This design comes from an exercise in tuning for small area, a short achievable clock period and few clock cycles on the open sky130 flow, not from production work.
Where RTL was checked, it was by simulation tests only, not by an equivalence proof against the original.

== run 1 ==
## npu_ctrl
module npu_ctrl #(
    parameter int unsigned N     = 4,
    parameter int unsigned KTAPS = 3
) (
    input  logic        clk,
    input  logic        rst_n,
    input  logic        npu_start_matrix_mul,
    input  logic        npu_start_conv,
    output logic        npu_done,
    output logic        busy,
    input  logic [63:0] a_base,
    input  logic [63:0] b_base,
    input  logic [63:0] c_base,
    output logic        mem_req,
    output logic        mem_we,
    output logic [63:0] mem_addr,
    output logic [63:0] mem_wdata,
    input  logic        mem_ready,
    input  logic        mem_rvalid,
    input  logic [63:0] mem_rdata
);
==> flow/config.mk <==
export PLATFORM = sky130hd
export DESIGN_NAME = npu_ctrl
export DESIGN_NICKNAME = npu_ctrl
export VERILOG_FILES = /design/flow/design.v
export SDC_FILE = /design/flow/constraint.sdc
export NUM_CORES = 4
export LEC_CHECK = 0
export CAP_MARGIN = 20
export CORE_MARGIN = 2
export CORE_UTILIZATION = 68
export SLEW_MARGIN = 20
==> flow/constraint.sdc <==
create_clock -name core_clock -period 11.0 [get_ports {clk}]
set_input_delay 2.2000 -clock core_clock [delete_from_list [all_inputs] [get_ports {clk}]]
set_output_delay 2.2000 -clock core_clock [all_outputs]
set_load 0.01 [all_outputs]
standard.sh (not shown) runs the stock make flow with config.mk's settings and CLKGATE_MAP_FILE= SYNTH_SCRIPT=/design/flow/synth_recipe.tcl, a recipe that flattens the netlist after the stock synthesis.
==> flow/flow/run.sh <==
#!/bin/bash
bash standard.sh SETUP_SLACK_MARGIN=7.3 \
  "BUFFER_PORTS_ARGS=-buffer_cell sky130_fd_sc_hd__buf_1" \
  "CTS_ARGS=-sink_clustering_enable -repair_clock_nets -dont_use_dummy_load -sink_clustering_size 30 -sink_clustering_max_diameter 80" \
  finish > standard.log 2>&1
Testbench counts of run 1, summed over its fixed seeds: cycles 7,988.
#### Input delta (run 2 over run 1)
- CORE_UTILIZATION: 68 -> 55
==> flow/flow/run.sh <==
#!/bin/bash
bash standard.sh SETUP_SLACK_MARGIN=7.3 \
  "BUFFER_PORTS_ARGS=-buffer_cell sky130_fd_sc_hd__buf_2" \
  "CTS_ARGS=-sink_clustering_enable -repair_clock_nets -dont_use_dummy_load" \
  finish > standard.log 2>&1
[summary]
Total global routing track utilization was lower in run 2 than in run 1.
Run 2 against run 1: clock-buffer cell count up 65, cell count after placement climbed 401, met3 track demand over resource shows a reduction of 2.6 points.
Looking at cell type of the slowest stage on the worst timing path, the fa_1 result is from run 1; the or4_4 one comes from run 2.
Edits applied to the flow inputs when going from run 2 to run 3:
- changing CORE_UTILIZATION from 55 to 68
## What came out
- Run 3: done, clean on timing, DRC and antenna
- Compared run 3 vs run 2, and die width is down in run 3.
- On clock period minus final worst setup slack, run 3 does worse than run 2.

---

npu_ctrl again, from the RTL that the note above started with.
==> flow/design.v (excerpt) <==
module npu_ctrl #(
    parameter int unsigned N     = 4,
    parameter int unsigned KTAPS = 3
) (
    input  logic        clk,
    input  logic        rst_n,
    input  logic        npu_start_matrix_mul,
    input  logic        npu_start_conv,
    output logic        npu_done,
    output logic        busy,
    input  logic [63:0] a_base,
    input  logic [63:0] b_base,
    input  logic [63:0] c_base,
    output logic        mem_req,
    output logic        mem_we,
    output logic [63:0] mem_addr,
    output logic [63:0] mem_wdata,
    input  logic        mem_ready,
    input  logic        mem_rvalid,
    input  logic [63:0] mem_rdata
);
    logic        run_q, done_q, busy_q;
    logic        conv_q;              
    logic [63:0] ab_q, bb_q, cb_q;    
    logic start;
    assign start = npu_start_matrix_mul || npu_start_conv;
    function automatic logic [2:0] lastrd(input logic conv, input logic [3:0] e);
        lastrd = conv ? 3'd2 : (e[1:0] == 2'd3 && e[3:2] != 2'd3) ? 3'd7 : 3'd3;
    endfunction
    function automatic logic reload(input logic conv, input logic [3:0] e);
        reload = !conv && e[1:0] == 2'd3 && e[3:2] != 2'd3;
    endfunction
    logic        req_q, we_q;
    logic [63:0] addr_q;
    logic        ipre_q, ifin_q, iwr_q, iend_q;
    logic [3:0]  ie_q;
    logic [2:0]  is_q;
    logic        d_rd_q, d_wr_q;
    logic [1:0]  d_base_q;            
  ...
clock: 11.0 ns
lec_check: 0
cap_margin: 20
core_margin: 2
core_utilization: 40
slew_margin: 20
==> flow/flow/run.sh <==
#!/bin/bash
bash standard.sh SETUP_SLACK_MARGIN=8 \
  "BUFFER_PORTS_ARGS=-buffer_cell sky130_fd_sc_hd__buf_2" \
  "CTS_ARGS=-sink_clustering_enable -repair_clock_nets -dont_use_dummy_load -buf_list {sky130_fd_sc_hd__clkbuf_4 sky130_fd_sc_hd__clkbuf_8}" \
  finish > standard.log 2>&1
Testbench counts at the start, summed over its fixed seeds: cycles 7,988.
Next try:
==> flow/flow/run.sh (replaced) <==
#!/bin/bash
bash standard.sh SETUP_SLACK_MARGIN=7.3 \
  "BUFFER_PORTS_ARGS=-buffer_cell sky130_fd_sc_hd__buf_2" \
  "CTS_ARGS=-sink_clustering_enable -repair_clock_nets -dont_use_dummy_load -sink_clustering_size 30 -sink_clustering_max_diameter 80" \
  finish > standard.log 2>&1
--- a/flow/config.mk
+++ b/flow/config.mk
@@ -9,3 +9,3 @@
 export CORE_MARGIN = 2
-export CORE_UTILIZATION = 40
+export CORE_UTILIZATION = 68
 export SLEW_MARGIN = 20
The changed run produced a clean layout.
First-iteration DRC count goes up by 19%.
Core utilization increases by 22 points.
Maximum frequency goes up by 4.7%.
Non-clock buffer count drops by 468.
Next try:
==> flow/flow/run.sh (replaced) <==
#!/bin/bash
bash standard.sh SETUP_SLACK_MARGIN=7.15 \
  "BUFFER_PORTS_ARGS=-buffer_cell sky130_fd_sc_hd__buf_2" \
  "CTS_ARGS=-sink_clustering_enable -repair_clock_nets -dont_use_dummy_load" \
  finish > standard.log 2>&1
After rerunning: Worst setup slack gets worse by 0.16 ns; final area barely changes; routed wire length fell by about 2.7%; maximum frequency went down by 4.1%; final cell count is about the same; via count decreases by 1.1%; utilization barely changes; non-clock buffer count is lower by 60.

---

Another version of the RTL of npu_ctrl (not shown whole).
Size: ~390 I/O pins, about 88000 um2 of cells after synthesis.
// npu_ctrl
module npu_ctrl #(
    parameter int unsigned N     = 4,
    parameter int unsigned KTAPS = 3
) (
    input  logic        clk,
    input  logic        rst_n,
    input  logic        npu_start_matrix_mul,
    input  logic        npu_start_conv,
    output logic        npu_done,
    output logic        busy,
    input  logic [63:0] a_base,
    input  logic [63:0] b_base,
    input  logic [63:0] c_base,
    output logic        mem_req,
    output logic        mem_we,
    output logic [63:0] mem_addr,
    output logic [63:0] mem_wdata,
    input  logic        mem_ready,
    input  logic        mem_rvalid,
    input  logic [63:0] mem_rdata
);
==> flow/config.mk <==
export PLATFORM = sky130hd
export DESIGN_NAME = npu_ctrl
export DESIGN_NICKNAME = npu_ctrl
export VERILOG_FILES = /design/flow/design.v
export SDC_FILE = /design/flow/constraint.sdc
export NUM_CORES = 4
export LEC_CHECK = 0
export CAP_MARGIN = 20
export CORE_MARGIN = 2
export CORE_UTILIZATION = 40
export SLEW_MARGIN = 20
==> flow/constraint.sdc <==
create_clock -name core_clock -period 11.0 [get_ports {clk}]
set_input_delay 2.2000 -clock core_clock [delete_from_list [all_inputs] [get_ports {clk}]]
set_output_delay 2.2000 -clock core_clock [all_outputs]
set_load 0.01 [all_outputs]
==> flow/flow/run.sh <==
#!/bin/bash
bash standard.sh SETUP_SLACK_MARGIN=7.5 finish > standard.log 2>&1
The first run produced a clean layout.
Next try:
==> flow/run.sh (new file) <==
#!/bin/bash
# synth_recipe.tcl (not shown) runs the flow's synth.tcl, then flattens the netlist and writes it again
# the make line also repeats each setting of config.mk as NAME=value (left out here)
make -C /OpenROAD-flow-scripts/flow DESIGN_CONFIG=/design/flow/config.mk WORK_HOME=/design/flow/orfs CLKGATE_MAP_FILE= SYNTH_SCRIPT=/design/flow/synth_recipe.tcl finish
removed: flow/flow/run.sh
removed: flow/standard.sh
What happened: Routed wire length went down by 1.0%. Die area does not change. Design area falls by about 1.1%. Global-route usage barely changes. Clock-buffer cell count goes up by 9. Worst setup slack loses 0.68 ns. Maximum frequency decreases by about 15%. Via count shrinks by about 1%. Flip-flop and latch count is unchanged.
Function was not checked in any run of this note: the RTL went through the layout flow alone.

what the ideal ports hide:
In the flow no input, the clock included, has a driving cell. The finished layouts below were timed again as built, in two steps. Step 1 assumes that a clkbuf_16 drives the clock port and a buf_2 every other input. Step 2 times the ports against the registers' clock, not the clock port: input delays grow and output delays shrink by t, the midpoint of the rising clock arrivals with the driver on. a / b / c = ideal / step 1 / step 2; a / b = the first two.
| run | t, ns | setup WS [ns] | worst setup path at the end | clock arrival spread, ns | slew at the worst register clock pin (ns) |
|---|---|---|---|---|---|
| run 1 | 0.760 | 7.216 / 7.216 / 6.570 | input to register | 0.106 / 0.106 | 0.12 / 0.12 |
| run 2 | 0.835 | 7.240 / 7.238 / 6.678 | input to register | 0.101 / 0.102 | 0.07 / 0.07 |
| run 3 | 0.823 | 7.236 / 7.212 / 6.614 | input to register | 0.098 / 0.098 | 0.07 / 0.07 |
| the first run of note 2 | 1.022 | 7.075 / 6.988 / 6.930 | input to register | 0.137 / 0.137 | 0.07 / 0.07 |
| the second run of note 2 | 0.776 | 7.250 / 7.228 / 6.739 | input to register | 0.131 / 0.131 | 0.11 / 0.11 |
| the third run of note 2 | 0.786 | 7.090 / 7.090 / 6.546 | input to register | 0.124 / 0.124 | 0.06 / 0.06 |
| the first run of note 3 | 0.917 | 7.247 / 7.155 / 6.669 | input to register | 0.066 / 0.067 | 0.07 / 0.07 |
| the second run of note 3 | 0.917 | 6.568 / 6.568 / 6.306 | input to register | 0.058 / 0.057 | 0.08 / 0.08 |
After both steps setup and hold are still met in every run listed. For run 1, which loses most, drivers alone change the setup slack by 0.000 ns; drivers and shift together by -0.646 ns.
